From an optimization exercise on the open Yosys and OpenROAD flow, aimed at small area, a short achievable clock period and few clock cycles per item; shortcuts taken in it are not production practice. Function was checked by simulation only, so behaviour that the tests miss may differ from the original.

==> design.v <==
package sramMapPkg;
	typedef logic [17:0] sramAddr_t;
	typedef struct packed {
		logic [7:0] hi;
		logic [7:0] lo;
	} sramBytes_t;
	typedef union packed {
		logic [15:0] raw;
		sramBytes_t bytes;
	} sramWord_u;
	typedef enum logic [1:0] {
		PlaneY,
		PlaneU,
		PlaneV
	} plane_e;
	typedef struct packed {
		plane_e plane;
		sramAddr_t address;
	} readReq_t;
	typedef struct packed {
		plane_e plane;
		sramWord_u word;
	} readRet_t;
endpackage
package colorPkg;
	typedef logic [7:0] sample_t;
	typedef logic signed [31:0] fixed_t;
	typedef struct packed {
		fixed_t uEven;
		fixed_t uOdd;
		fixed_t vEven;
		fixed_t vOdd;
	} chromaPair_t;
	typedef struct packed {
		sample_t y0;
		sample_t y1;
		chromaPair_t chroma;
	} yuvPair_t;
	typedef struct packed {
		sample_t r;
		sample_t g;
		sample_t b;
	} rgbPixel_t;
	typedef struct packed {
		rgbPixel_t p0;
		rgbPixel_t p1;
	} rgbPair_t;
	localparam fixed_t Tap5 = 32'sd21;
	localparam fixed_t Tap3 = -32'sd52;
	localparam fixed_t Tap1 = 32'sd159;
	localparam fixed_t CoefY = 32'sd76284;
	localparam fixed_t CoefRv = 32'sd104595;
	localparam fixed_t CoefGu = -32'sd25624;
	localparam fixed_t CoefGv = -32'sd53281;
	localparam fixed_t CoefBu = 32'sd132251;
	localparam fixed_t LumaOffset = 32'sd16;
	localparam fixed_t ChromaOffset = 32'sd128;
	localparam fixed_t FilterRound = 32'sd128;
	localparam int FilterShift = 8;
endpackage
`timescale 1ns/1ns
module yuvToRgb (
	input logic Clock,
	input logic resetn,
	input logic start,
	input logic [15:0] readData,
	output logic done,
	output logic [17:0] sramAddress,
	output logic [15:0] sramWriteData,
	output logic sramWeN
);
	logic busy;
	logic wrQ;
	logic [7:0] pq;
	logic [2:0] ph;
	logic [8:0] wa;
	logic shen, shV, shHi;
	logic rdU, rdV, rdY, rkU, rkV, rkY;
	logic [7:0] win [12];
	logic [15:0] pendU, pendV, yw;
	logic [8:0] f, uc;
	logic [9:0] fc9;
	logic [9:0] fd1, fd2, fd3;
	logic [15:0] gb;
	logic [7:0] b0;
	function automatic logic [2:0] flagsOf(input logic [7:0] q);
		flagsOf = {q <= 8'd3, q >= 8'd159, q == 8'd163};
	endfunction
	logic [2:0] fl, nf, df;
	logic dfPro, dfEndC, dfOdd, flLastP;
	logic [1:0] dfQ;
	assign {dfPro, dfEndC} = df[2:1];
	assign dfQ = (ph == 3'd4) ? pq[1:0] + 2'd1 : pq[1:0];
	assign dfOdd = dfQ[0];
	assign flLastP = fl[0];
	logic [2:0] nph;
	logic dWr, dRdU, dRdV, dRdY, dSh, dShV, dShHi;
	logic [6:0] kc;
	logic [7:0] yc;
	assign nph = (ph == 3'd4) ? 3'd0 : ph + 3'd1;
	assign df = (ph == 3'd4) ? nf : fl;
	always_comb begin
		dWr = 1'b0; dRdU = 1'b0; dRdV = 1'b0; dRdY = 1'b0;
		dSh = 1'b0; dShV = 1'b0; dShHi = 1'b0;
		if (dfPro && !(dfQ == 2'd3 && nph > 3'd2)) begin
			case ({dfQ, nph})
				{2'd0, 3'd4}: dRdU = 1'b1;
				{2'd1, 3'd0}: dRdV = 1'b1;
				{2'd1, 3'd1}: begin dSh = 1'b1; dShHi = 1'b1; end
				{2'd1, 3'd2}: begin dSh = 1'b1; dShHi = 1'b1; dShV = 1'b1; end
				{2'd1, 3'd3}: begin dSh = 1'b1; dShHi = 1'b1; end
				{2'd1, 3'd4}: begin dSh = 1'b1; dShHi = 1'b1; dShV = 1'b1; end
				{2'd2, 3'd0}: begin dSh = 1'b1; dShHi = 1'b1; end
				{2'd2, 3'd1}: begin dSh = 1'b1; dShHi = 1'b1; dShV = 1'b1; end
				{2'd2, 3'd2}: begin dSh = 1'b1; dRdU = 1'b1; end
				{2'd2, 3'd3}: begin dSh = 1'b1; dShV = 1'b1; dRdV = 1'b1; end
				{2'd2, 3'd4}: begin dSh = 1'b1; dShHi = 1'b1; end
				{2'd3, 3'd0}: begin dSh = 1'b1; dShHi = 1'b1; dShV = 1'b1; dRdU = 1'b1; end
				{2'd3, 3'd1}: begin dSh = 1'b1; dRdY = 1'b1; end
				{2'd3, 3'd2}: begin dSh = 1'b1; dShV = 1'b1; end
				default: ;
			endcase
		end else begin
			case (nph)
				3'd0: begin
					dRdU = dfOdd && !dfEndC;
					dRdV = !dfOdd && !dfEndC;
				end
				3'd1: dRdY = !df[0];
				3'd2: begin
					dWr = !dfPro;
					dSh = 1'b1; dShV = 1'b1;
					dShHi = !dfOdd && !dfEndC;
				end
				3'd3: begin
					dWr = !dfPro;
					dSh = 1'b1;
					dShHi = dfOdd && !dfEndC;
				end
				default: dWr = !dfPro;
			endcase
		end
	end
	logic go, lastNow;
	assign go = start && !busy;
	assign lastNow = flLastP && (ph == 3'd4);
	always_ff @(posedge Clock or negedge resetn) begin
		if (!resetn) begin
			busy <= 1'b0;
			done <= 1'b0;
			wrQ <= 1'b0;
		end else begin
			if (go) begin
				busy <= 1'b1;
				done <= 1'b0;
			end else if (busy && lastNow) begin
				busy <= 1'b0;
				done <= 1'b1;
			end
			wrQ <= busy && !lastNow && !go && dWr;
		end
	end
	always_ff @(posedge Clock) begin
		if (go) begin
			pq <= 8'd0;
			ph <= 3'd4;
			fl <= flagsOf(8'd0);
			nf <= flagsOf(8'd1);
			wa <= 9'd0;
			kc <= 7'd0;
			yc <= 8'd0;
			sramAddress <= 18'd38400;
			rdU <= 1'b1; rdV <= 1'b0; rdY <= 1'b0;
			shen <= 1'b0; shV <= 1'b0; shHi <= 1'b0;
		end else begin
			ph <= nph;
			if (ph == 3'd4) begin
				pq <= pq + 8'd1;
				fl <= nf;
				nf <= flagsOf(pq + 8'd2);
			end
			if (dWr)
				wa <= wa + 9'd1;
			if (dRdV)
				kc <= kc + 7'd1;
			if (dRdY)
				yc <= yc + 8'd1;
			if (dWr)
				sramAddress <= {9'd287, wa};
			else if (dRdY)
				sramAddress <= {10'd0, yc};
			else if (dRdU)
				sramAddress <= {11'd300, kc};
			else
				sramAddress <= {11'd450, kc};
			rdU <= busy && dRdU;
			rdV <= busy && dRdV;
			rdY <= busy && dRdY;
			shen <= busy && dSh;
			shV <= dShV;
			shHi <= dShHi;
		end
		rkU <= rdU;
		rkV <= rdV;
		rkY <= rdY;
	end
	assign sramWeN = !wrQ;
	logic [7:0] shIn;
	logic [8:0] sA, sB, sC;
	assign sA = {1'b0, win[0]} + {1'b0, win[10]};
	assign sB = {1'b0, win[2]} + {1'b0, win[8]};
	assign sC = {1'b0, win[4]} + {1'b0, win[6]};
	always_comb begin
		case ({shV, shHi})
			2'b00: shIn = pendU[7:0];
			2'b01: shIn = pendU[15:8];
			2'b10: shIn = pendV[7:0];
			default: shIn = pendV[15:8];
		endcase
	end
	always_ff @(posedge Clock) begin
		if (rkU)
			pendU <= readData;
		if (rkV)
			pendV <= readData;
		if (rkY)
			yw <= readData;
		if (shen) begin
			for (int i = 0; i < 11; i++)
				win[i] <= win[i + 1];
			win[11] <= shIn;
		end
		fc9 <= {1'b0, sC} + 10'd45;
		fd1 <= {1'b0, sA} - {1'b0, sC} + 10'd512;
		fd2 <= {1'b0, sA} - {1'b0, sB} + 10'd512;
		fd3 <= {1'b0, sC} - {1'b0, sB} + 10'd512;
	end
	logic [22:0] lum;
	logic [7:0] ysel;
	logic [8:0] pu, pv;
	assign pu = uc;
wire lm_1;
wire lm_2;
wire lm_3;
wire lm_4;
wire lm_5;
wire lm_6;
wire lm_7;
wire lm_8;
wire lm_9;
wire lm_10;
wire lm_11;
wire lm_12;
wire lm_13;
wire lm_14;
wire lm_15;
wire lm_16;
wire lm_17;
wire lm_18;
wire lm_19;
wire lm_20;
wire lm_21;
wire lm_22;
wire lm_23;
wire lm_24;
wire lm_25;
wire lm_26;
wire lm_27;
wire lm_28;
wire lm_29;
wire lm_30;
wire lm_31;
wire lm_32;
wire lm_33;
wire lm_34;
wire lm_35;
wire lm_36;
wire lm_37;
wire lm_38;
wire lm_39;
wire lm_40;
wire lm_41;
wire lm_42;
wire lm_43;
wire lm_44;
wire lm_45;
wire lm_46;
wire lm_47;
wire lm_48;
wire lm_49;
wire lm_50;
wire lm_51;
wire lm_52;
wire lm_53;
wire lm_54;
wire lm_55;
wire lm_56;
wire lm_57;
wire lm_58;
wire lm_59;
wire lm_60;
wire lm_61;
wire lm_62;
wire lm_63;
wire lm_64;
assign lm_1 = ysel[0];
assign lm_2 = ~ysel[1];
assign lm_3 = ~ysel[2];
assign lm_4 = ~ysel[3];
assign lm_5 = ~ysel[4];
assign lm_6 = ~ysel[5];
assign lm_7 = ~ysel[6];
assign lm_8 = ~ysel[7];
assign lm_9 = ~ysel[6];
assign lm_10 = ~ysel[7];
assign lm_11 = ~ysel[6];
assign lm_12 = ~ysel[7];
assign lm_13 = ~ysel[5];
assign lm_14 = ~ysel[6];
assign lm_15 = ~ysel[7];
assign lm_16 = ~ysel[7];
HA lm_17_i (ysel[5], ysel[3], lm_17, lm_18);
HA lm_19_i (ysel[4], ysel[1], lm_19, lm_20);
HA lm_21_i (ysel[5], ysel[2], lm_21, lm_22);
HA lm_23_i (ysel[2], ysel[0], lm_23, lm_24);
FA lm_25_i (ysel[3], ysel[1], ysel[4], lm_25, lm_26);
FA lm_27_i (ysel[4], ysel[2], ysel[5], lm_27, lm_28);
FA lm_29_i (ysel[0], ysel[6], lm_8, lm_29, lm_30);
FA lm_31_i (ysel[7], lm_9, lm_18, lm_31, lm_32);
FA lm_33_i (ysel[6], lm_10, lm_20, lm_33, lm_34);
FA lm_35_i (ysel[3], ysel[7], lm_11, lm_35, lm_36);
HA lm_37_i (ysel[4], ysel[6], lm_37, lm_38);
HA lm_39_i (ysel[0], ysel[1], lm_39, lm_40);
FA lm_41_i (ysel[1], ysel[2], lm_4, lm_41, lm_42);
FA lm_43_i (ysel[3], lm_5, lm_23, lm_43, lm_44);
FA lm_45_i (lm_6, lm_24, lm_25, lm_45, lm_46);
FA lm_47_i (lm_7, lm_26, lm_27, lm_47, lm_48);
FA lm_49_i (lm_17, lm_28, lm_29, lm_49, lm_50);
FA lm_51_i (lm_19, lm_30, lm_31, lm_51, lm_52);
FA lm_53_i (lm_21, lm_32, lm_33, lm_53, lm_54);
FA lm_55_i (lm_22, lm_35, lm_34, lm_55, lm_56);
FA lm_57_i (lm_12, lm_37, lm_36, lm_57, lm_58);
FA lm_59_i (ysel[7], lm_13, lm_38, lm_59, lm_60);
HA lm_61_i (ysel[5], lm_14, lm_61, lm_62);
HA lm_63_i (ysel[6], lm_15, lm_63, lm_64);
wire [22:0] lum_d = {lm_16, lm_62, lm_61, lm_59, lm_57, lm_54, lm_52, lm_50, lm_48, lm_46, lm_44, lm_42, lm_40, lm_3, lm_2, ysel[0], ~ysel[6], ~ysel[5], ~ysel[4], ~ysel[3], ~ysel[2], ~ysel[1], lm_1} + {lm_64, lm_63, lm_60, lm_58, lm_56, lm_55, lm_53, lm_51, lm_49, lm_47, lm_45, lm_43, lm_41, lm_39, 1'b0, ~ysel[7], 1'b0, 1'b0, 1'b0, 1'b0, 1'b0, ~ysel[0], 1'b0};
wire cr_1;
wire cr_2;
wire cr_3;
wire cr_4;
wire cr_5;
wire cr_6;
wire cr_7;
wire cr_8;
wire cr_9;
wire cr_10;
wire cr_11;
wire cr_12;
wire cr_13;
wire cr_14;
wire cr_15;
wire cr_16;
wire cr_17;
wire cr_18;
wire cr_19;
wire cr_20;
wire cr_21;
wire cr_22;
wire cr_23;
wire cr_24;
wire cr_25;
wire cr_26;
wire cr_27;
wire cr_28;
wire cr_29;
wire cr_30;
wire cr_31;
wire cr_32;
wire cr_33;
wire cr_34;
wire cr_35;
wire cr_36;
wire cr_37;
wire cr_38;
wire cr_39;
wire cr_40;
wire cr_41;
wire cr_42;
wire cr_43;
wire cr_44;
wire cr_45;
wire cr_46;
wire cr_47;
wire cr_48;
wire cr_49;
wire cr_50;
wire cr_51;
wire cr_52;
wire cr_53;
wire cr_54;
wire cr_55;
wire cr_56;
wire cr_57;
wire cr_58;
wire cr_59;
wire cr_60;
wire cr_61;
wire cr_62;
wire cr_63;
wire cr_64;
wire cr_65;
wire cr_66;
wire cr_67;
wire cr_68;
wire cr_69;
wire cr_70;
wire cr_71;
wire cr_72;
wire cr_73;
wire cr_74;
wire cr_75;
wire cr_76;
wire cr_77;
wire cr_78;
wire cr_79;
wire cr_80;
wire cr_81;
wire cr_82;
wire cr_83;
wire cr_84;
wire cr_85;
wire cr_86;
wire cr_87;
wire cr_88;
wire cr_89;
wire cr_90;
wire cr_91;
wire cr_92;
wire cr_93;
wire cr_94;
wire cr_95;
wire cr_96;
wire cr_97;
wire cr_98;
wire cr_99;
wire cr_100;
wire cr_101;
wire cr_102;
wire cr_103;
wire cr_104;
wire cr_105;
wire cr_106;
wire cr_107;
wire cr_108;
wire cr_109;
wire cr_110;
wire cr_111;
wire cr_112;
wire cr_113;
wire cr_114;
wire cr_115;
wire cr_116;
wire cr_117;
wire cr_118;
wire cr_119;
wire cr_120;
wire cr_121;
wire cr_122;
wire cr_123;
wire cr_124;
wire cr_125;
wire cr_126;
wire cr_127;
wire cr_128;
wire cr_129;
wire cr_130;
wire cr_131;
wire cr_132;
wire cr_133;
wire cr_134;
wire cr_135;
wire cr_136;
wire cr_137;
wire cr_138;
assign cr_1 = pv[0];
assign cr_2 = ~lum[4];
assign cr_3 = ~lum[6];
assign cr_4 = ~lum[7];
assign cr_5 = ~lum[10];
assign cr_6 = ~lum[12];
assign cr_7 = ~lum[14];
assign cr_8 = ~lum[16];
assign cr_9 = ~lum[20];
assign cr_10 = ~lum[22];
assign cr_11 = ~pv[8];
assign cr_12 = ~pv[8];
FA cr_13_i (lum[5], pv[5], pv[3], cr_13, cr_14);
FA cr_15_i (pv[6], pv[4], pv[1], cr_15, cr_16);
FA cr_17_i (pv[7], pv[5], pv[2], cr_17, cr_18);
FA cr_19_i (lum[8], pv[8], pv[6], cr_19, cr_20);
HA cr_21_i (lum[9], pv[7], cr_21, cr_22);
HA cr_23_i (pv[8], pv[5], cr_23, cr_24);
FA cr_25_i (lum[11], pv[6], pv[0], cr_25, cr_26);
HA cr_27_i (pv[7], pv[1], cr_27, cr_28);
FA cr_29_i (lum[13], pv[8], pv[2], cr_29, cr_30);
HA cr_31_i (lum[12], ~pv[4], cr_31, cr_32);
FA cr_33_i (pv[3], ~pv[5], ~pv[1], cr_33, cr_34);
FA cr_35_i (lum[15], pv[4], pv[0], cr_35, cr_36);
HA cr_37_i (lum[14], ~pv[6], cr_37, cr_38);
FA cr_39_i (pv[5], pv[1], ~pv[7], cr_39, cr_40);
HA cr_41_i (~pv[3], cr_8, cr_41, cr_42);
FA cr_43_i (lum[17], pv[6], pv[2], cr_43, cr_44);
FA cr_45_i (lum[16], ~pv[8], ~pv[4], cr_45, cr_46);
FA cr_47_i (lum[18], pv[7], pv[3], cr_47, cr_48);
HA cr_49_i (lum[19], pv[8], cr_49, cr_50);
HA cr_51_i (lum[2], pv[2], cr_51, cr_52);
FA cr_53_i (lum[3], pv[3], pv[1], cr_53, cr_54);
FA cr_55_i (pv[4], pv[2], ~pv[6], cr_55, cr_56);
FA cr_57_i (pv[0], lum[4], ~pv[7], cr_57, cr_58);
FA cr_59_i (~pv[8], cr_3, cr_14, cr_59, cr_60);
FA cr_61_i (lum[6], cr_4, cr_16, cr_61, cr_62);
FA cr_63_i (pv[3], lum[7], cr_18, cr_63, cr_64);
FA cr_65_i (pv[4], ~pv[0], cr_21, cr_65, cr_66);
FA cr_67_i (~pv[1], cr_5, cr_22, cr_67, cr_68);
FA cr_69_i (lum[10], ~pv[2], cr_24, cr_69, cr_70);
FA cr_71_i (~pv[3], cr_6, cr_27, cr_71, cr_72);
FA cr_73_i (~pv[0], cr_28, cr_31, cr_73, cr_74);
FA cr_75_i (cr_7, cr_32, cr_30, cr_75, cr_76);
FA cr_77_i (~pv[2], cr_37, cr_35, cr_77, cr_78);
FA cr_79_i (cr_38, cr_41, cr_36, cr_79, cr_80);
FA cr_81_i (cr_42, cr_43, cr_40, cr_81, cr_82);
FA cr_83_i (~pv[5], cr_44, cr_47, cr_83, cr_84);
FA cr_85_i (pv[4], ~pv[6], cr_49, cr_85, cr_86);
FA cr_87_i (pv[5], ~pv[7], cr_9, cr_87, cr_88);
FA cr_89_i (lum[21], pv[6], lum[20], cr_89, cr_90);
HA cr_91_i (lum[0], pv[0], cr_91, cr_92);
FA cr_93_i (lum[1], pv[1], ~pv[3], cr_93, cr_94);
FA cr_95_i (pv[0], ~pv[4], cr_51, cr_95, cr_96);
FA cr_97_i (~pv[5], cr_52, cr_53, cr_97, cr_98);
FA cr_99_i (cr_2, cr_54, cr_55, cr_99, cr_100);
FA cr_101_i (cr_13, cr_56, cr_57, cr_101, cr_102);
FA cr_103_i (cr_15, cr_58, cr_59, cr_103, cr_104);
FA cr_105_i (cr_17, cr_60, cr_61, cr_105, cr_106);
FA cr_107_i (cr_19, cr_62, cr_63, cr_107, cr_108);
FA cr_109_i (cr_20, cr_65, cr_64, cr_109, cr_110);
FA cr_111_i (cr_23, cr_66, cr_67, cr_111, cr_112);
FA cr_113_i (cr_25, cr_68, cr_69, cr_113, cr_114);
FA cr_115_i (cr_26, cr_70, cr_71, cr_115, cr_116);
FA cr_117_i (cr_29, cr_72, cr_73, cr_117, cr_118);
FA cr_119_i (cr_33, cr_74, cr_75, cr_119, cr_120);
FA cr_121_i (cr_34, cr_76, cr_77, cr_121, cr_122);
FA cr_123_i (cr_39, cr_78, cr_79, cr_123, cr_124);
FA cr_125_i (cr_45, cr_80, cr_81, cr_125, cr_126);
FA cr_127_i (cr_46, cr_83, cr_82, cr_127, cr_128);
FA cr_129_i (cr_48, cr_85, cr_84, cr_129, cr_130);
FA cr_131_i (cr_50, cr_87, cr_86, cr_131, cr_132);
FA cr_133_i (~pv[8], cr_89, cr_88, cr_133, cr_134);
FA cr_135_i (pv[7], cr_10, cr_90, cr_135, cr_136);
HA cr_137_i (lum[22], cr_11, cr_137, cr_138);
wire [16:0] cr_lo = {1'b0, {cr_116, cr_114, cr_112, cr_111, cr_108, cr_106, cr_104, cr_102, cr_100, cr_98, cr_96, cr_94, cr_92, ~pv[2], ~pv[1], cr_1}} + {1'b0, {cr_117, cr_115, cr_113, cr_110, cr_109, cr_107, cr_105, cr_103, cr_101, cr_99, cr_97, cr_95, cr_93, cr_91, ~pv[0], 1'b0}};
logic [22:0] cr_r;
wire [22:0] cr_d = {cr_lo[16], cr_138, cr_136, cr_134, cr_132, cr_130, cr_128, cr_127, cr_125, cr_123, cr_121, cr_119, cr_12, cr_137, cr_135, cr_133, cr_131, cr_129, cr_126, cr_124, cr_122, cr_120, cr_118};
wire [10:0] cr_x = {cr_r[10], cr_r[9], cr_r[8], cr_r[7], cr_r[6], cr_r[5], cr_r[4], cr_r[3], cr_r[2], cr_r[1], cr_r[0]} + {cr_r[21], cr_r[20], cr_r[19], cr_r[18], cr_r[17], cr_r[16], cr_r[15], cr_r[14], cr_r[13], cr_r[12], cr_r[11]} + {10'd0, cr_r[22]};
wire cg_1;
wire cg_2;
wire cg_3;
wire cg_4;
wire cg_5;
wire cg_6;
wire cg_7;
wire cg_8;
wire cg_9;
wire cg_10;
wire cg_11;
wire cg_12;
wire cg_13;
wire cg_14;
wire cg_15;
wire cg_16;
wire cg_17;
wire cg_18;
wire cg_19;
wire cg_20;
wire cg_21;
wire cg_22;
wire cg_23;
wire cg_24;
wire cg_25;
wire cg_26;
wire cg_27;
wire cg_28;
wire cg_29;
wire cg_30;
wire cg_31;
wire cg_32;
wire cg_33;
wire cg_34;
wire cg_35;
wire cg_36;
wire cg_37;
wire cg_38;
wire cg_39;
wire cg_40;
wire cg_41;
wire cg_42;
wire cg_43;
wire cg_44;
wire cg_45;
wire cg_46;
wire cg_47;
wire cg_48;
wire cg_49;
wire cg_50;
wire cg_51;
wire cg_52;
wire cg_53;
wire cg_54;
wire cg_55;
wire cg_56;
wire cg_57;
wire cg_58;
wire cg_59;
wire cg_60;
wire cg_61;
wire cg_62;
wire cg_63;
wire cg_64;
wire cg_65;
wire cg_66;
wire cg_67;
wire cg_68;
wire cg_69;
wire cg_70;
wire cg_71;
wire cg_72;
wire cg_73;
wire cg_74;
wire cg_75;
wire cg_76;
wire cg_77;
wire cg_78;
wire cg_79;
wire cg_80;
wire cg_81;
wire cg_82;
wire cg_83;
wire cg_84;
wire cg_85;
wire cg_86;
wire cg_87;
wire cg_88;
wire cg_89;
wire cg_90;
wire cg_91;
wire cg_92;
wire cg_93;
wire cg_94;
wire cg_95;
wire cg_96;
wire cg_97;
wire cg_98;
wire cg_99;
wire cg_100;
wire cg_101;
wire cg_102;
wire cg_103;
wire cg_104;
wire cg_105;
wire cg_106;
wire cg_107;
wire cg_108;
wire cg_109;
wire cg_110;
wire cg_111;
wire cg_112;
wire cg_113;
wire cg_114;
wire cg_115;
wire cg_116;
wire cg_117;
wire cg_118;
wire cg_119;
wire cg_120;
wire cg_121;
wire cg_122;
wire cg_123;
wire cg_124;
wire cg_125;
wire cg_126;
wire cg_127;
wire cg_128;
wire cg_129;
wire cg_130;
wire cg_131;
wire cg_132;
wire cg_133;
wire cg_134;
wire cg_135;
wire cg_136;
wire cg_137;
wire cg_138;
wire cg_139;
wire cg_140;
wire cg_141;
wire cg_142;
wire cg_143;
wire cg_144;
wire cg_145;
wire cg_146;
wire cg_147;
wire cg_148;
wire cg_149;
wire cg_150;
wire cg_151;
wire cg_152;
wire cg_153;
wire cg_154;
wire cg_155;
wire cg_156;
wire cg_157;
wire cg_158;
wire cg_159;
wire cg_160;
wire cg_161;
wire cg_162;
wire cg_163;
wire cg_164;
wire cg_165;
wire cg_166;
wire cg_167;
wire cg_168;
wire cg_169;
wire cg_170;
wire cg_171;
wire cg_172;
wire cg_173;
wire cg_174;
wire cg_175;
wire cg_176;
wire cg_177;
wire cg_178;
wire cg_179;
wire cg_180;
wire cg_181;
wire cg_182;
wire cg_183;
wire cg_184;
assign cg_1 = pv[0];
assign cg_2 = ~lum[5];
assign cg_3 = ~lum[6];
assign cg_4 = ~lum[7];
assign cg_5 = ~lum[9];
assign cg_6 = ~lum[11];
assign cg_7 = ~lum[13];
assign cg_8 = ~lum[15];
assign cg_9 = ~lum[17];
assign cg_10 = ~lum[18];
assign cg_11 = ~lum[19];
assign cg_12 = ~lum[20];
assign cg_13 = ~lum[21];
assign cg_14 = ~lum[22];
assign cg_15 = ~lum[22];
assign cg_16 = ~lum[22];
FA cg_17_i (lum[14], pu[3], pv[2], cg_17, cg_18);
FA cg_19_i (pu[4], pv[3], ~pu[7], cg_19, cg_20);
FA cg_21_i (lum[16], pu[5], pv[4], cg_21, cg_22);
HA cg_23_i (lum[15], ~pu[8], cg_23, cg_24);
FA cg_25_i (pu[6], pv[5], ~pu[4], cg_25, cg_26);
FA cg_27_i (pu[7], pv[6], lum[17], cg_27, cg_28);
HA cg_29_i (pu[8], pv[7], cg_29, cg_30);
HA cg_31_i (lum[3], pu[2], cg_31, cg_32);
FA cg_33_i (lum[4], pu[3], ~pu[1], cg_33, cg_34);
FA cg_35_i (pu[4], ~pu[2], ~pv[7], cg_35, cg_36);
FA cg_37_i (pu[5], lum[5], ~pu[3], cg_37, cg_38);
HA cg_39_i (~pv[8], ~pv[3], cg_39, cg_40);
FA cg_41_i (pu[6], lum[6], ~pu[4], cg_41, cg_42);
HA cg_43_i (~pv[4], cg_4, cg_43, cg_44);
FA cg_45_i (lum[8], pu[7], lum[7], cg_45, cg_46);
FA cg_47_i (~pu[5], ~pu[0], ~pv[5], cg_47, cg_48);
FA cg_49_i (pu[8], ~pu[6], ~pu[1], cg_49, cg_50);
HA cg_51_i (~pv[6], cg_5, cg_51, cg_52);
FA cg_53_i (lum[10], lum[9], ~pu[7], cg_53, cg_54);
FA cg_55_i (~pu[2], ~pv[7], ~pv[0], cg_55, cg_56);
FA cg_57_i (pu[0], ~pu[8], ~pu[3], cg_57, cg_58);
FA cg_59_i (~pv[8], ~pv[1], cg_6, cg_59, cg_60);
FA cg_61_i (lum[12], pu[1], pv[0], cg_61, cg_62);
FA cg_63_i (lum[11], ~pu[4], ~pv[2], cg_63, cg_64);
FA cg_65_i (pu[2], pv[1], ~pu[5], cg_65, cg_66);
FA cg_67_i (~pu[0], ~pv[3], cg_7, cg_67, cg_68);
FA cg_69_i (lum[13], ~pu[6], ~pu[1], cg_69, cg_70);
FA cg_71_i (~pv[4], ~pv[0], cg_17, cg_71, cg_72);
FA cg_73_i (~pu[2], ~pv[5], ~pv[1], cg_73, cg_74);
FA cg_75_i (cg_8, cg_18, cg_19, cg_75, cg_76);
FA cg_77_i (~pu[3], ~pv[6], ~pv[2], cg_77, cg_78);
FA cg_79_i (cg_23, cg_21, cg_20, cg_79, cg_80);
FA cg_81_i (~pv[7], ~pv[3], cg_9, cg_81, cg_82);
FA cg_83_i (cg_24, cg_22, cg_25, cg_83, cg_84);
FA cg_85_i (~pu[5], ~pv[8], ~pv[4], cg_85, cg_86);
FA cg_87_i (cg_10, cg_27, cg_26, cg_87, cg_88);
FA cg_89_i (lum[18], ~pu[6], ~pv[5], cg_89, cg_90);
FA cg_91_i (cg_11, cg_29, cg_28, cg_91, cg_92);
FA cg_93_i (pv[8], lum[19], ~pu[7], cg_93, cg_94);
FA cg_95_i (~pv[6], cg_12, cg_30, cg_95, cg_96);
FA cg_97_i (lum[20], ~pu[8], ~pv[7], cg_97, cg_98);
HA cg_99_i (~pu[0], ~pv[5], cg_99, cg_100);
FA cg_101_i (~pv[6], ~pv[1], cg_32, cg_101, cg_102);
FA cg_103_i (~pv[2], cg_2, cg_34, cg_103, cg_104);
FA cg_105_i (cg_3, cg_39, cg_36, cg_105, cg_106);
FA cg_107_i (cg_40, cg_43, cg_38, cg_107, cg_108);
FA cg_109_i (cg_44, cg_45, cg_42, cg_109, cg_110);
FA cg_111_i (cg_51, cg_46, cg_48, cg_111, cg_112);
FA cg_113_i (cg_52, cg_50, cg_53, cg_113, cg_114);
FA cg_115_i (cg_54, cg_56, cg_57, cg_115, cg_116);
FA cg_117_i (cg_61, cg_58, cg_60, cg_117, cg_118);
FA cg_119_i (cg_62, cg_64, cg_65, cg_119, cg_120);
FA cg_121_i (cg_66, cg_68, cg_69, cg_121, cg_122);
FA cg_123_i (cg_70, cg_73, cg_72, cg_123, cg_124);
FA cg_125_i (cg_74, cg_77, cg_76, cg_125, cg_126);
FA cg_127_i (cg_78, cg_81, cg_80, cg_127, cg_128);
FA cg_129_i (cg_82, cg_85, cg_84, cg_129, cg_130);
FA cg_131_i (cg_86, cg_89, cg_91, cg_131, cg_132);
FA cg_133_i (cg_90, cg_93, cg_95, cg_133, cg_134);
FA cg_135_i (cg_13, cg_94, cg_97, cg_135, cg_136);
FA cg_137_i (lum[21], ~pv[8], cg_14, cg_137, cg_138);
HA cg_139_i (lum[1], pu[0], cg_139, cg_140);
FA cg_141_i (lum[2], pu[1], ~pv[4], cg_141, cg_142);
FA cg_143_i (~pv[0], cg_31, cg_99, cg_143, cg_144);
FA cg_145_i (cg_100, cg_33, cg_101, cg_145, cg_146);
FA cg_147_i (cg_35, cg_102, cg_103, cg_147, cg_148);
FA cg_149_i (cg_37, cg_104, cg_105, cg_149, cg_150);
FA cg_151_i (cg_41, cg_106, cg_107, cg_151, cg_152);
FA cg_153_i (cg_47, cg_108, cg_109, cg_153, cg_154);
FA cg_155_i (cg_49, cg_110, cg_111, cg_155, cg_156);
FA cg_157_i (cg_55, cg_112, cg_113, cg_157, cg_158);
FA cg_159_i (cg_59, cg_114, cg_115, cg_159, cg_160);
FA cg_161_i (cg_63, cg_116, cg_117, cg_161, cg_162);
FA cg_163_i (cg_67, cg_118, cg_119, cg_163, cg_164);
FA cg_165_i (cg_71, cg_120, cg_121, cg_165, cg_166);
FA cg_167_i (cg_122, cg_75, cg_123, cg_167, cg_168);
FA cg_169_i (cg_79, cg_124, cg_125, cg_169, cg_170);
FA cg_171_i (cg_83, cg_126, cg_127, cg_171, cg_172);
FA cg_173_i (cg_87, cg_128, cg_129, cg_173, cg_174);
FA cg_175_i (cg_88, cg_131, cg_130, cg_175, cg_176);
FA cg_177_i (cg_92, cg_133, cg_132, cg_177, cg_178);
FA cg_179_i (cg_96, cg_135, cg_134, cg_179, cg_180);
FA cg_181_i (cg_98, cg_137, cg_136, cg_181, cg_182);
HA cg_183_i (cg_15, cg_138, cg_183, cg_184);
wire [16:0] cg_lo = {1'b0, {cg_162, cg_160, cg_158, cg_156, cg_154, cg_152, cg_150, cg_148, cg_146, cg_144, cg_142, cg_140, ~pv[3], lum[0], ~pv[1], cg_1}} + {1'b0, {cg_163, cg_161, cg_159, cg_157, cg_155, cg_153, cg_151, cg_149, cg_147, cg_145, cg_143, cg_141, cg_139, ~pv[2], ~pv[0], 1'b0}};
logic [22:0] cg_r;
wire [22:0] cg_d = {cg_lo[16], cg_184, cg_182, cg_180, cg_178, cg_176, cg_175, cg_173, cg_171, cg_169, cg_167, cg_165, cg_16, cg_183, cg_181, cg_179, cg_177, cg_174, cg_172, cg_170, cg_168, cg_166, cg_164};
wire [10:0] cg_x = {cg_r[10], cg_r[9], cg_r[8], cg_r[7], cg_r[6], cg_r[5], cg_r[4], cg_r[3], cg_r[2], cg_r[1], cg_r[0]} + {cg_r[21], cg_r[20], cg_r[19], cg_r[18], cg_r[17], cg_r[16], cg_r[15], cg_r[14], cg_r[13], cg_r[12], cg_r[11]} + {10'd0, cg_r[22]};
wire cb_1;
wire cb_2;
wire cb_3;
wire cb_4;
wire cb_5;
wire cb_6;
wire cb_7;
wire cb_8;
wire cb_9;
wire cb_10;
wire cb_11;
wire cb_12;
wire cb_13;
wire cb_14;
wire cb_15;
wire cb_16;
wire cb_17;
wire cb_18;
wire cb_19;
wire cb_20;
wire cb_21;
wire cb_22;
wire cb_23;
wire cb_24;
wire cb_25;
wire cb_26;
wire cb_27;
wire cb_28;
wire cb_29;
wire cb_30;
wire cb_31;
wire cb_32;
wire cb_33;
wire cb_34;
wire cb_35;
wire cb_36;
wire cb_37;
wire cb_38;
wire cb_39;
wire cb_40;
wire cb_41;
wire cb_42;
wire cb_43;
wire cb_44;
wire cb_45;
wire cb_46;
wire cb_47;
wire cb_48;
wire cb_49;
wire cb_50;
wire cb_51;
wire cb_52;
wire cb_53;
wire cb_54;
wire cb_55;
wire cb_56;
wire cb_57;
wire cb_58;
wire cb_59;
wire cb_60;
wire cb_61;
wire cb_62;
wire cb_63;
wire cb_64;
wire cb_65;
wire cb_66;
wire cb_67;
wire cb_68;
wire cb_69;
wire cb_70;
wire cb_71;
wire cb_72;
wire cb_73;
wire cb_74;
wire cb_75;
wire cb_76;
wire cb_77;
wire cb_78;
wire cb_79;
wire cb_80;
wire cb_81;
wire cb_82;
wire cb_83;
wire cb_84;
wire cb_85;
wire cb_86;
wire cb_87;
wire cb_88;
wire cb_89;
wire cb_90;
wire cb_91;
wire cb_92;
wire cb_93;
wire cb_94;
wire cb_95;
wire cb_96;
wire cb_97;
wire cb_98;
wire cb_99;
wire cb_100;
wire cb_101;
wire cb_102;
wire cb_103;
wire cb_104;
wire cb_105;
wire cb_106;
wire cb_107;
wire cb_108;
wire cb_109;
wire cb_110;
wire cb_111;
wire cb_112;
wire cb_113;
wire cb_114;
assign cb_1 = pu[0];
assign cb_2 = ~lum[0];
assign cb_3 = ~lum[4];
assign cb_4 = ~lum[6];
assign cb_5 = ~lum[7];
assign cb_6 = ~lum[9];
assign cb_7 = ~lum[10];
assign cb_8 = ~lum[11];
assign cb_9 = ~lum[13];
assign cb_10 = ~lum[17];
assign cb_11 = ~lum[19];
assign cb_12 = ~lum[20];
assign cb_13 = ~lum[21];
assign cb_14 = ~lum[22];
assign cb_15 = ~pu[8];
assign cb_16 = ~pu[8];
FA cb_17_i (lum[5], pu[2], pu[0], cb_17, cb_18);
FA cb_19_i (pu[3], pu[1], ~pu[8], cb_19, cb_20);
FA cb_21_i (pu[4], pu[2], lum[6], cb_21, cb_22);
FA cb_23_i (lum[8], pu[5], pu[3], cb_23, cb_24);
HA cb_25_i (pu[0], lum[7], cb_25, cb_26);
FA cb_27_i (pu[6], pu[4], pu[1], cb_27, cb_28);
FA cb_29_i (pu[7], pu[5], pu[2], cb_29, cb_30);
FA cb_31_i (pu[8], pu[6], pu[3], cb_31, cb_32);
HA cb_33_i (lum[12], pu[7], cb_33, cb_34);
HA cb_35_i (lum[1], lum[0], cb_35, cb_36);
HA cb_37_i (lum[2], ~pu[4], cb_37, cb_38);
FA cb_39_i (lum[3], pu[0], ~pu[5], cb_39, cb_40);
FA cb_41_i (pu[1], ~pu[6], ~pu[4], cb_41, cb_42);
FA cb_43_i (lum[4], ~pu[7], ~pu[5], cb_43, cb_44);
FA cb_45_i (~pu[6], cb_4, cb_18, cb_45, cb_46);
FA cb_47_i (~pu[7], cb_5, cb_21, cb_47, cb_48);
FA cb_49_i (~pu[8], cb_25, cb_22, cb_49, cb_50);
FA cb_51_i (cb_6, cb_26, cb_24, cb_51, cb_52);
FA cb_53_i (lum[9], cb_7, cb_28, cb_53, cb_54);
FA cb_55_i (lum[10], cb_8, cb_30, cb_55, cb_56);
FA cb_57_i (pu[4], lum[11], cb_33, cb_57, cb_58);
FA cb_59_i (pu[8], pu[5], cb_9, cb_59, cb_60);
HA cb_61_i (lum[14], pu[6], cb_61, cb_62);
HA cb_63_i (lum[15], pu[7], cb_63, cb_64);
HA cb_65_i (lum[16], pu[8], cb_65, cb_66);
HA cb_67_i (~pu[2], ~pu[0], cb_67, cb_68);
FA cb_69_i (~pu[3], ~pu[1], cb_35, cb_69, cb_70);
FA cb_71_i (~pu[2], cb_36, cb_37, cb_71, cb_72);
FA cb_73_i (~pu[3], cb_38, cb_39, cb_73, cb_74);
FA cb_75_i (cb_3, cb_40, cb_41, cb_75, cb_76);
FA cb_77_i (cb_17, cb_42, cb_43, cb_77, cb_78);
FA cb_79_i (cb_44, cb_19, cb_45, cb_79, cb_80);
FA cb_81_i (cb_20, cb_46, cb_47, cb_81, cb_82);
FA cb_83_i (cb_23, cb_48, cb_49, cb_83, cb_84);
FA cb_85_i (cb_27, cb_50, cb_51, cb_85, cb_86);
FA cb_87_i (cb_29, cb_52, cb_53, cb_87, cb_88);
FA cb_89_i (cb_31, cb_54, cb_55, cb_89, cb_90);
FA cb_91_i (cb_32, cb_57, cb_56, cb_91, cb_92);
FA cb_93_i (cb_34, cb_59, cb_58, cb_93, cb_94);
FA cb_95_i (lum[13], cb_61, cb_60, cb_95, cb_96);
FA cb_97_i (pu[0], cb_62, cb_63, cb_97, cb_98);
FA cb_99_i (pu[1], cb_64, cb_65, cb_99, cb_100);
FA cb_101_i (pu[2], cb_10, cb_66, cb_101, cb_102);
FA cb_103_i (lum[18], pu[3], lum[17], cb_103, cb_104);
HA cb_105_i (pu[4], cb_11, cb_105, cb_106);
FA cb_107_i (pu[5], lum[19], cb_12, cb_107, cb_108);
FA cb_109_i (pu[6], lum[20], cb_13, cb_109, cb_110);
FA cb_111_i (pu[7], lum[21], cb_14, cb_111, cb_112);
HA cb_113_i (lum[22], cb_15, cb_113, cb_114);
wire [16:0] cb_lo = {1'b0, {cb_93, cb_90, cb_88, cb_86, cb_84, cb_82, cb_80, cb_78, cb_76, cb_74, cb_72, cb_70, cb_68, cb_2, ~pu[1], cb_1}} + {1'b0, {cb_92, cb_91, cb_89, cb_87, cb_85, cb_83, cb_81, cb_79, cb_77, cb_75, cb_73, cb_71, cb_69, cb_67, ~pu[0], 1'b0}};
logic [22:0] cb_r;
wire [22:0] cb_d = {cb_lo[16], cb_114, cb_112, cb_111, cb_109, cb_107, cb_104, cb_102, cb_101, cb_99, cb_96, cb_94, cb_16, cb_113, cb_110, cb_108, cb_106, cb_105, cb_103, cb_100, cb_98, cb_97, cb_95};
wire [10:0] cb_x = {cb_r[10], cb_r[9], cb_r[8], cb_r[7], cb_r[6], cb_r[5], cb_r[4], cb_r[3], cb_r[2], cb_r[1], cb_r[0]} + {cb_r[21], cb_r[20], cb_r[19], cb_r[18], cb_r[17], cb_r[16], cb_r[15], cb_r[14], cb_r[13], cb_r[12], cb_r[11]} + {10'd0, cb_r[22]};
wire fl_1;
wire fl_2;
wire fl_3;
wire fl_4;
wire fl_5;
wire fl_6;
wire fl_7;
wire fl_8;
wire fl_9;
wire fl_10;
wire fl_11;
wire fl_12;
wire fl_13;
wire fl_14;
wire fl_15;
wire fl_16;
wire fl_17;
wire fl_18;
wire fl_19;
wire fl_20;
wire fl_21;
wire fl_22;
wire fl_23;
wire fl_24;
wire fl_25;
wire fl_26;
wire fl_27;
wire fl_28;
wire fl_29;
wire fl_30;
wire fl_31;
wire fl_32;
wire fl_33;
wire fl_34;
wire fl_35;
wire fl_36;
wire fl_37;
wire fl_38;
wire fl_39;
wire fl_40;
wire fl_41;
wire fl_42;
wire fl_43;
wire fl_44;
wire fl_45;
wire fl_46;
wire fl_47;
wire fl_48;
wire fl_49;
wire fl_50;
HA fl_1_i (fc9[0], fd3[2], fl_1, fl_2);
FA fl_3_i (fc9[1], fd3[3], fd1[8], fl_3, fl_4);
FA fl_5_i (fc9[2], fd3[4], fd1[9], fl_5, fl_6);
HA fl_7_i (fc9[3], fd3[5], fl_7, fl_8);
HA fl_9_i (fc9[4], fd3[6], fl_9, fl_10);
HA fl_11_i (fd3[0], fd1[5], fl_11, fl_12);
FA fl_13_i (fd3[1], fd1[6], fd2[2], fl_13, fl_14);
FA fl_15_i (fd1[7], fd2[3], fd2[5], fl_15, fl_16);
FA fl_17_i (fd2[4], fd2[6], fl_2, fl_17, fl_18);
FA fl_19_i (fd2[5], fd2[7], fl_4, fl_19, fl_20);
FA fl_21_i (fd2[6], fd2[8], fl_7, fl_21, fl_22);
FA fl_23_i (fd2[7], fd2[9], fl_8, fl_23, fl_24);
FA fl_25_i (fc9[5], fd3[7], fd2[8], fl_25, fl_26);
HA fl_27_i (fc9[6], fd3[8], fl_27, fl_28);
HA fl_29_i (fd1[4], fd2[0], fl_29, fl_30);
FA fl_31_i (fd2[1], fd2[3], fl_11, fl_31, fl_32);
FA fl_33_i (fd2[4], fl_12, fl_13, fl_33, fl_34);
FA fl_35_i (fl_1, fl_14, fl_15, fl_35, fl_36);
FA fl_37_i (fl_16, fl_3, fl_17, fl_37, fl_38);
FA fl_39_i (fl_5, fl_18, fl_19, fl_39, fl_40);
FA fl_41_i (fl_6, fl_21, fl_20, fl_41, fl_42);
FA fl_43_i (fl_9, fl_22, fl_23, fl_43, fl_44);
FA fl_45_i (fl_10, fl_25, fl_24, fl_45, fl_46);
FA fl_47_i (fd2[9], fl_27, fl_26, fl_47, fl_48);
FA fl_49_i (fc9[7], fd3[9], fl_28, fl_49, fl_50);
wire fl_c_p0 = fd1[0] ^ 1'b0;
wire fl_c_g0 = fd1[0] & 1'b0;
wire fl_c_p1 = fd1[1] ^ 1'b0;
wire fl_c_g1 = fd1[1] & 1'b0;
wire fl_c_p2 = fd1[2] ^ fd2[0];
wire fl_c_g2 = fd1[2] & fd2[0];
wire fl_c_p3 = fd1[3] ^ fd2[1];
wire fl_c_g3 = fd1[3] & fd2[1];
wire fl_c_p4 = fd2[2] ^ fl_29;
wire fl_c_g4 = fd2[2] & fl_29;
wire fl_c_p5 = fl_30 ^ fl_31;
wire fl_c_g5 = fl_30 & fl_31;
wire fl_c_p6 = fl_32 ^ fl_33;
wire fl_c_g6 = fl_32 & fl_33;
wire fl_c_p7 = fl_34 ^ fl_35;
wire fl_c_g7 = fl_34 & fl_35;
wire fl_c_p8 = fl_36 ^ fl_37;
wire fl_c_g8 = fl_36 & fl_37;
wire fl_c_p9 = fl_38 ^ fl_39;
wire fl_c_g9 = fl_38 & fl_39;
wire fl_c_p10 = fl_40 ^ fl_41;
wire fl_c_g10 = fl_40 & fl_41;
wire fl_c_p11 = fl_43 ^ fl_42;
wire fl_c_g11 = fl_43 & fl_42;
wire fl_c_p12 = fl_44 ^ fl_45;
wire fl_c_g12 = fl_44 & fl_45;
wire fl_c_p13 = fl_47 ^ fl_46;
wire fl_c_g13 = fl_47 & fl_46;
wire fl_c_p14 = fl_49 ^ fl_48;
wire fl_c_g14 = fl_49 & fl_48;
wire fl_c_p15 = fc9[8] ^ fl_50;
wire fl_c_g15 = fc9[8] & fl_50;
wire fl_c_p16 = fc9[9] ^ 1'b0;
wire fl_c_g16 = fc9[9] & 1'b0;
wire fl_c_G1 = fl_c_g1 | (fl_c_p1 & fl_c_g0);
wire fl_c_P1 = fl_c_p1 & fl_c_p0;
wire fl_c_G2 = fl_c_g3 | (fl_c_p3 & fl_c_g2);
wire fl_c_P2 = fl_c_p3 & fl_c_p2;
wire fl_c_G3 = fl_c_g5 | (fl_c_p5 & fl_c_g4);
wire fl_c_P3 = fl_c_p5 & fl_c_p4;
wire fl_c_G4 = fl_c_g7 | (fl_c_p7 & fl_c_g6);
wire fl_c_P4 = fl_c_p7 & fl_c_p6;
wire fl_c_G5 = fl_c_g9 | (fl_c_p9 & fl_c_g8);
wire fl_c_P5 = fl_c_p9 & fl_c_p8;
wire fl_c_G6 = fl_c_g11 | (fl_c_p11 & fl_c_g10);
wire fl_c_P6 = fl_c_p11 & fl_c_p10;
wire fl_c_G7 = fl_c_g13 | (fl_c_p13 & fl_c_g12);
wire fl_c_P7 = fl_c_p13 & fl_c_p12;
wire fl_c_G8 = fl_c_g15 | (fl_c_p15 & fl_c_g14);
wire fl_c_P8 = fl_c_p15 & fl_c_p14;
wire fl_c_G9 = fl_c_g2 | (fl_c_p2 & fl_c_G1);
wire fl_c_P9 = fl_c_p2 & fl_c_P1;
wire fl_c_G10 = fl_c_G2 | (fl_c_P2 & fl_c_G1);
wire fl_c_P10 = fl_c_P2 & fl_c_P1;
wire fl_c_G11 = fl_c_g6 | (fl_c_p6 & fl_c_G3);
wire fl_c_P11 = fl_c_p6 & fl_c_P3;
wire fl_c_G12 = fl_c_G4 | (fl_c_P4 & fl_c_G3);
wire fl_c_P12 = fl_c_P4 & fl_c_P3;
wire fl_c_G13 = fl_c_g10 | (fl_c_p10 & fl_c_G5);
wire fl_c_P13 = fl_c_p10 & fl_c_P5;
wire fl_c_G14 = fl_c_G6 | (fl_c_P6 & fl_c_G5);
wire fl_c_P14 = fl_c_P6 & fl_c_P5;
wire fl_c_G15 = fl_c_g14 | (fl_c_p14 & fl_c_G7);
wire fl_c_P15 = fl_c_p14 & fl_c_P7;
wire fl_c_G16 = fl_c_G8 | (fl_c_P8 & fl_c_G7);
wire fl_c_P16 = fl_c_P8 & fl_c_P7;
wire fl_c_G17 = fl_c_g4 | (fl_c_p4 & fl_c_G10);
wire fl_c_P17 = fl_c_p4 & fl_c_P10;
wire fl_c_G18 = fl_c_G3 | (fl_c_P3 & fl_c_G10);
wire fl_c_P18 = fl_c_P3 & fl_c_P10;
wire fl_c_G19 = fl_c_G11 | (fl_c_P11 & fl_c_G10);
wire fl_c_P19 = fl_c_P11 & fl_c_P10;
wire fl_c_G20 = fl_c_G12 | (fl_c_P12 & fl_c_G10);
wire fl_c_P20 = fl_c_P12 & fl_c_P10;
wire fl_c_G21 = fl_c_g12 | (fl_c_p12 & fl_c_G14);
wire fl_c_P21 = fl_c_p12 & fl_c_P14;
wire fl_c_G22 = fl_c_G7 | (fl_c_P7 & fl_c_G14);
wire fl_c_P22 = fl_c_P7 & fl_c_P14;
wire fl_c_G23 = fl_c_G15 | (fl_c_P15 & fl_c_G14);
wire fl_c_P23 = fl_c_P15 & fl_c_P14;
wire fl_c_G24 = fl_c_G16 | (fl_c_P16 & fl_c_G14);
wire fl_c_P24 = fl_c_P16 & fl_c_P14;
wire fl_c_G25 = fl_c_g8 | (fl_c_p8 & fl_c_G20);
wire fl_c_P25 = fl_c_p8 & fl_c_P20;
wire fl_c_G26 = fl_c_G5 | (fl_c_P5 & fl_c_G20);
wire fl_c_P26 = fl_c_P5 & fl_c_P20;
wire fl_c_G27 = fl_c_G13 | (fl_c_P13 & fl_c_G20);
wire fl_c_P27 = fl_c_P13 & fl_c_P20;
wire fl_c_G28 = fl_c_G14 | (fl_c_P14 & fl_c_G20);
wire fl_c_P28 = fl_c_P14 & fl_c_P20;
wire fl_c_G29 = fl_c_G21 | (fl_c_P21 & fl_c_G20);
wire fl_c_P29 = fl_c_P21 & fl_c_P20;
wire fl_c_G30 = fl_c_G22 | (fl_c_P22 & fl_c_G20);
wire fl_c_P30 = fl_c_P22 & fl_c_P20;
wire fl_c_G31 = fl_c_G23 | (fl_c_P23 & fl_c_G20);
wire fl_c_P31 = fl_c_P23 & fl_c_P20;
wire fl_c_G32 = fl_c_G24 | (fl_c_P24 & fl_c_G20);
wire fl_c_P32 = fl_c_P24 & fl_c_P20;
wire fl_c_G33 = fl_c_g16 | (fl_c_p16 & fl_c_G32);
wire fl_c_P33 = fl_c_p16 & fl_c_P32;
wire fl_c_s1 = fl_c_p1 ^ fl_c_g0;
wire fl_c_s2 = fl_c_p2 ^ fl_c_G1;
wire fl_c_s3 = fl_c_p3 ^ fl_c_G9;
wire fl_c_s4 = fl_c_p4 ^ fl_c_G10;
wire fl_c_s5 = fl_c_p5 ^ fl_c_G17;
wire fl_c_s6 = fl_c_p6 ^ fl_c_G18;
wire fl_c_s7 = fl_c_p7 ^ fl_c_G19;
wire fl_c_s8 = fl_c_p8 ^ fl_c_G20;
wire fl_c_s9 = fl_c_p9 ^ fl_c_G25;
wire fl_c_s10 = fl_c_p10 ^ fl_c_G26;
wire fl_c_s11 = fl_c_p11 ^ fl_c_G27;
wire fl_c_s12 = fl_c_p12 ^ fl_c_G28;
wire fl_c_s13 = fl_c_p13 ^ fl_c_G29;
wire fl_c_s14 = fl_c_p14 ^ fl_c_G30;
wire fl_c_s15 = fl_c_p15 ^ fl_c_G31;
wire fl_c_s16 = fl_c_p16 ^ fl_c_G32;
wire [8:0] fl_q = {fl_c_s16, fl_c_s15, fl_c_s14, fl_c_s13, fl_c_s12, fl_c_s11, fl_c_s10, fl_c_s9, fl_c_s8};
	function automatic logic [7:0] clip(input logic [10:0] x);
		if (x[10:9] == 2'b00)
			clip = 8'd0;
		else if (x[10] || (x[9] && x[8]))
			clip = 8'd255;
		else
			clip = x[7:0];
	endfunction
	logic [7:0] cR, cG, cB;
	assign cR = clip(cr_x);
	assign cG = clip(cg_x);
	assign cB = clip(cb_x);
	always_ff @(posedge Clock) begin
		f <= fl_q;
		uc <= (ph == 3'd4) ? {win[3][7], !win[3][7], win[3][6:0]} : f;
		pv <= (ph == 3'd4) ? {win[4][7], !win[4][7], win[4][6:0]} : fl_q;
		ysel <= (ph == 3'd3) ? yw[15:8] : yw[7:0];
		lum <= lum_d;
		cr_r <= cr_d;
		cg_r <= cg_d;
		cb_r <= cb_d;
		b0 <= cB;
		gb <= {cG, cB};
		case (ph)
			3'd1: sramWriteData <= {cR, cG};
			3'd2: sramWriteData <= {b0, cR};
			default: sramWriteData <= gb;
		endcase
	end
endmodule
module FA(input a, input b, input c, output s, output co);
	assign s = a ^ b ^ c;
	assign co = (a & b) | (a & c) | (b & c);
endmodule
module HA(input a, input b, output s, output co);
	assign s = a ^ b;
	assign co = a & b;
endmodule
==> flow/run.sh <==
#!/bin/bash
set -euo pipefail
bash standard.sh SETUP_SLACK_MARGIN=8.5 "BUFFER_PORTS_ARGS=-buffer_cell sky130_fd_sc_hd__buf_2" finish > standard.log 2>&1
==> standard.sh <==
#!/bin/bash
# synth_recipe.tcl (not shown) runs the flow's synth.tcl, then flattens the netlist and writes it again
# the make line also repeats each setting of config.mk as NAME=value (left out here)
make -C /OpenROAD-flow-scripts/flow DESIGN_CONFIG=/design/flow/config.mk WORK_HOME=/design/flow/orfs CLKGATE_MAP_FILE= SYNTH_SCRIPT=/design/flow/synth_recipe.tcl "${@:-finish}"
==> config.mk <==
export PLATFORM = sky130hd
export DESIGN_NAME = yuvToRgb
export DESIGN_NICKNAME = yuvToRgb
export VERILOG_FILES = /design/flow/design.v
export SDC_FILE = /design/flow/constraint.sdc
export NUM_CORES = 4
export LEC_CHECK = 0
export CAP_MARGIN = 20
export CORE_MARGIN = 2
export CORE_UTILIZATION = 55
export CTS_CLUSTER_DIAMETER = 100
export CTS_CLUSTER_SIZE = 25
export SETUP_SLACK_MARGIN = 5
export SLEW_MARGIN = 20
export SYNTH_HIERARCHICAL = 1
export SYNTH_MINIMUM_KEEP_SIZE = 0
==> constraint.sdc <==
create_clock -name core_clock -period 12.0 [get_ports {Clock}]
set_input_delay 2.4000 -clock core_clock [delete_from_list [all_inputs] [get_ports {Clock}]]
set_output_delay 2.4000 -clock core_clock [all_outputs]
set_load 0.01 [all_outputs]
==> results.yml, run 1 <==
run_status:
  status: "finished clean"
timing:
  hold_violations: 0
  finClkSkew_ps: 22.2
  setup_violations: 0
  fin_crit_sh_pct: 29.1
  clock.fmax_mhz: 286
  setup-tns-final_ps: 0
  fin_hold_ws_ps: 334
  period_minus_slack_ps: 3500
  slew_headroom_pct: 41.6
  slew_viol_final: 0
  rsz0062_at_grt: "yes"
  worstMarginPinSlew_ps: 872
routing:
  detail-route-antenna-nets: 0
  routed_wirelength_um: 48900
  num_vias: 13800
  drtIter0Drc: 856
  route.detailed.drc: 0
  dr.pass1.iters: 5
  vias_per_cell: 5.60
  avgRoutedWirePerCell_um: 19.9
placed_design:
  hpwl_um: 38100
  io_buffers: 53
  gp_congestion: 0.895
worst_setup_path:
  crit_type: "reg -> out"
  crit_chain: "buf_2"
  cp_slowest_stage_delay_ps: 400
  crit_buf_inv: 1
  worst-r2r-cell-count: 10
  cp-end-kind: "output pin"
  critPathTopFamily: "flip-flops"
  reg2reg_from: "fc9[1]"
  rrSetupSlack_ps: 8540
  rr_endpoint: "pv[8]"
  arrival_ps: 1100
  startpoint_type: "flop"
  cpMaxStageDelayCell: "dfrtp_1"
  worstPathMaxFanout: 2
  crit_required_ps: 9600
die:
  die-area_mm2: 0.0429
  core_area_mm2: 0.0407
  start_util_pct: 55.7
  die_w_um: 207
  die_h_um: 207
  ios: 55
  rows: 74
synthesis:
  synth-seq-cells: 408
  syn_area_per_cell_um2: 12.3
  synthArstFlopShare_pct: 0.735
  synth_nets: 2286
  synth-main-ff-cell: "dfxtp_1"
  synth_edf_count: 144
  yosysSeqAreaShare_pct: 42.4
  syn_area_mm2: 0.0227
  yosysWarnings: 8
  synth_cell_types: 83
  synthCells: 1850
clocking:
  holdBufCountCts: 0
  cts_sinks: 408
  ctsRootBufferMaster: "clkbuf_16"
  cts_tree: "built"
  insertion_delay_ps: 560
  cts_buffers: 21
  max-clock-path-buffers: 3
  clkTransAtPathRegs_ps: 90
  htree_num_levels: 1
grt:
  grt_pass1_vias: 14500
  grt_max_degree: 70
  overflow: 0
  antenna_found_initial: 0
  grt_pass1_wl_um: 79300
  track_usage_pct: 23.4
cells_and_area:
  final_cell_mix: "dfxtp_1, fa_1, ha_1, edfxtp_1, nand2_1"
  drive_gt1_share_pct: 9.57
  layout_commonest_cell: "dfxtp_1"
  syn_to_final_growth_pct: 7.34
  num-fill-cells: 3374
  nets: 2348
min_path:
  min_to: "rkV"
  min_from: "rdV"
  hold_depth: 0
  hold_path_class: "reg -> reg"
job:
  cap_violations: 0
layer usage:
layer  GRT usage (%)  vias to the layer above  routed length, um
met3            2.44                       55               1620
met1            33.0                     6807              22600
li1                -                     6638                  -
met2            39.1                      257              23500
met4            5.94                        0               1190
met5               0                        -                  0
what timing repair did:
item / in CTS / in global routing
setup buffers: 7 / 10
endpoints found under the setup margin: 5 / 26
resized for setup: 19 / 16
pin swaps: 0 / 2
hold endpoints to repair: 0 / 0
modules after synthesis, one instance, submodules excluded:
module / flip-flops and latches / cell area, um^2 / cells / times used
yuvToRgb: 408 / 18100 / 1605 / 1
FA: 0 / 20.0 / 1 / 202
HA: 0 / 12.5 / 1 / 43
final cells by class:
type	count	area, um^2	area share, %
antenna	1	2.50	0.0103
clock buffer	29	556	2.28
clock inverter	5	57.6	0.236
inverter	101	405	1.66
multi-input combinational	1304	12600	51.7
sequential	408	9650	39.6
tap	532	666	2.73
timing repair buffer	76	438	1.80
stage by stage:
step / std cells / area (um^2) / worst slack, ps / utilization (%)
2_1_floorplan: 1850 / 22700 / 8620 / -
3_3_place_gp: 2404 / 23500 / 8150 / 57.7
3_5_place_dp: 2404 / 23500 / 8040 / 57.7
4_1_cts: 2445 / 24200 / 8470 / 59.5
5_1_grt: 2455 / 24400 / 8410 / 59.8
6_report: 2456 / 24400 / 8500 / 59.8
cell usage after synthesis (all sizes together), types with 7 or more instances:
library cell  number  area (um^2)
nand4             18          113
a21oi             98          494
nand2b            20          125
o21ai             80          400
buf               16         98.9
inv              101          379
nor2b             19          119
a21o              46          347
o21bai             8         60.1
edfxtp           144         4320
ha               203         2540
o311ai            16          140
nand3             23          115
a21boi             7         52.6
dfxtp            261         5230
xnor2             77          674
clkbuf            21         78.8
a22oi             18          135
mux4               8          180
nor3              39          223
and3              20          125
mux2i              7         70.1
or3                9         56.3
a211oi            10         80.1
o211ai             8         60.1
nand2            114          428
nor2              93          349
xor2              43          377
mux2              15          169
a31oi             13         87.6
fa               214         4280
and2              10         62.6
o21a               9         67.6
how the worst max path moves through the flow:
stage / from / depth (start not counted) / end
floorplan: start / 4 / wa[1]
global placement: start / 6 / sramAddress[4]
detailed placement: start / 6 / sramAddress[1]
CTS: done / 1 / done
global route: pv[4] / 10 / cg_r[22]
finish: done / 1 / done
flip-flops by register name (all words and copies together) (netlist names), 10 cells and up:
signal,flops
pendU,16
fc9,10
sramWriteData,16
yw,16
lum,23
cr_r,23
cb_r,23
fd3,10
pendV,16
fd2,10
win,96
sramAddress,14
cg_r,23
worst register-to-register path, delay by kind of cell, from the launching register on:
kind	cells	cell delay, ps
compound gates	2	350
xor+xnor	1	140
fa+ha+maj	4	1720
flops	1	330
mux	1	270
simple gates	2	540
cell families (layout without fill, tap and decap cells):
family	count (synthesis)	after routing	synth area share [%]
flops	408	408	42.4
fa+ha+maj	417	417	30.1
mux	30	30	1.85
buf+inv	138	211	2.45
simple gates	388	388	8.39
other cells	1	2	0.0165
compound gates	348	348	10.2
xor+xnor	120	120	4.63
Testbench counts, summed over its fixed seeds: cycles 26,144, rows 32.
==> run 2: changes to the inputs <==
--- a/config.mk
+++ b/config.mk
@@ -9,5 +9,5 @@
 export CORE_MARGIN = 2
-export CORE_UTILIZATION = 55
-export CTS_CLUSTER_DIAMETER = 100
-export CTS_CLUSTER_SIZE = 25
+export CORE_UTILIZATION = 40
+export CTS_CLUSTER_DIAMETER = 90
+export CTS_CLUSTER_SIZE = 35
 export SETUP_SLACK_MARGIN = 5
==> results.yml, run 2 <==
cells_and_area:
  drive_gt1_share_pct: 10.2
  largest_register: "win"
  stdcell_count: 2675
  nets: 2341
  finalInstanceArea_mm2: 0.0247
  largest_register_ffs: 96
  syn_to_final_growth_pct: 9.03
  antenna_cells: 0
  layout_commonest_cell: "dfxtp_1"
  final_cell_mix: "dfxtp_1, fa_1, ha_1, edfxtp_1, nand2_1"
synthesis:
  synth-seq-cells: 408
  synth-main-ff-cell: "dfxtp_1"
  synth_nets: 2286
  yosysWarnings: 8
  synth_edf_count: 144
  synth.top_cell.area_share_pct: 23.0
  syn_area_per_cell_um2: 12.3
  synth_cell_types: 83
  synth.most_common_cell: "dfxtp_1"
  synthCells: 1850
  yosysSeqAreaShare_pct: 42.4
  yosysTopAreaCell: "dfxtp_1"
  synthArstFlopShare_pct: 0.735
  syn_area_mm2: 0.0227
  synth_common_cells: "dfxtp_1, fa_1, ha_1"
  synthTopCellsByArea: "dfxtp_1, edfxtp_1, fa_1"
placed_design:
  hpwl_um: 37800
  io_buffers: 53
  dp.cells: 2628
  placed_area_mm2: 0.0238
  gp_congestion: 0.883
grt:
  grt_max_degree: 56
  grt_pass1_wl_um: 78600
  grt_pass1_vias: 14700
  track_usage_pct: 16.8
  antenna_found_initial: 1
  overflow: 0
die:
  die_h_um: 242
  start_util_pct: 40.3
  core_area_mm2: 0.0563
  die-area_mm2: 0.0587
  die_w_um: 242
  rows: 87
  ios: 55
clocking:
  clkTransAtPathRegs_ps: 120
  max-clock-path-buffers: 3
  insertion_delay_ps: 570
  cts_buffers: 20
  holdBufCountCts: 0
  htree_num_levels: 1
  cts_tree: "built"
  ctsRootBufferMaster: "clkbuf_16"
  cts_sinks: 408
routing:
  drtIter0Drc: 834
  routed_wirelength_um: 48300
  detail-route-antenna-nets: 0
  route.detailed.drc: 0
  avgRoutedWirePerCell_um: 18.1
  vias_per_cell: 5.19
  dr.pass1.iters: 5
  num_vias: 13900
worst_setup_path:
  startpoint: "done"
  crit_buf_inv: 1
  crit_type: "reg -> out"
  arrival_ps: 1150
  worstPathMaxFanout: 2
  reg2reg_from: "fd1[8]"
  cpMaxStageDelayCell: "dfrtp_1"
  critPathTopFamily: "flip-flops"
  cp-end-kind: "output pin"
  crit_required_ps: 9600
  crit_chain: "buf_2"
  startpoint_type: "flop"
  cp_slowest_stage_delay_ps: 420
timing:
  period_minus_slack_ps: 3550
  rsz0062_at_grt: "yes"
  slew_headroom_pct: 44.8
  hold_violations: 0
  setup-tns-final_ps: 0
  worstMarginPinSlew_ps: 827
  finClkSkew_ps: 41.1
  slew_viol_final: 0
  fin_crit_sh_pct: 29.6
  setup_violations: 0
  clock.fmax_mhz: 282
  fin_hold_ws_ps: 346
job:
  cap_violations: 0
min_path:
  hold_path_class: "reg -> reg"
  min_from: "rdU"
run_status:
  status: "finished clean"
-- run 2: cell counts after synthesis --
Identical to the previous run, type by type.
-- run 2: logic make-up after synthesis --
| kind of cell | after synthesis | synth area share (%) |
|---|---|---|
| AO/OA/AOI/OAI | 348 | 10.2 |
| multiplexers | 30 | 1.85 |
| buffers and inverters | 138 | 2.45 |
| AND/OR/NAND/NOR | 388 | 8.39 |
| adder cells (fa/ha/maj) | 417 | 30.1 |
| XOR/XNOR | 120 | 4.63 |
| other | 1 | 0.0165 |
| flip-flops | 408 | 42.4 |
-- run 2: per-module statistics from Yosys, one instance, submodules excluded --
module / area [um^2] / flops+latches / cells
HA: 12.5 / 0 / 1
yuvToRgb: 18100 / 408 / 1605
FA: 20.0 / 0 / 1
-- run 2: metrics by stage --
step / setup WS (ps) / util, %
6_report: 8450 / 44.0
3_3_place_gp: 8180 / 42.2
5_1_grt: 8390 / 44.0
4_1_cts: 8410 / 43.7
2_1_floorplan: 8620 / -
3_5_place_dp: 8190 / 42.2
-- run 2: area by class of cell --
type	count	area, um^2
clock inverter	13	223
timing repair buffer	70	399
multi-input combinational	1304	12600
fill	5147	31500
tap	756	946
sequential	408	9660
clock buffer	23	533
inverter	101	394
-- run 2: final timing paths --
check | endpoint | slack (ps) | cells past startpoint
max in group asynchronous | busy | 10280 | 1
worst max-delay path | done | 8450 | 1
worst min-delay path | rkU | 350 | 0
min in group asynchronous | done | 1590 | 1
worst max register to register | pv[8] | 8530 | 10
worst min register to register | rkU | 350 | 0
-- run 2: repair_timing --
item | 4_1_cts | 5_1_grt
endpoints found under the setup margin | 7 | 19
pin swaps | 0 | 10
resized for setup | 15 | 31
setup buffers | 1 | 10
-- run 2: metal layers --
metal  global-route usage (%)  share of wire, %
met4                     5.54               3.1
met3                     2.68               5.0
met2                     27.0                46
met5                        0                 0
met1                     23.1                46

-- re-timing with driven ports --
No port has a modelled driver above. Below, the same layouts with a new extraction and two added sets of constraints.
Step 1, drivers: a clkbuf_16 drives Clock and a buf_2 each remaining input, both assumed.
Step 2 moves the port delays by t, midway between the first and last clock arrival at a register: inputs arrive t later, outputs are due t later. That takes back most of the time a late clock gives input paths.
Slacks: no drivers / after step 1 / after step 2; pairs: no drivers / after step 1.
| run | shift t [ns] | setup slack, ns | clock arrival spread, ns |
|---|---|---|---|
| run 1 | 0.605 | 8.504 / 8.445 / 8.279 | 0.025 / 0.025 |
| run 2 | 0.607 | 8.452 / 8.398 / 8.089 | 0.044 / 0.044 |
After both steps every run listed still meets setup and hold. The setup slack of run 2, which loses most, moves by -0.054 ns with the drivers and by -0.363 ns with both steps.
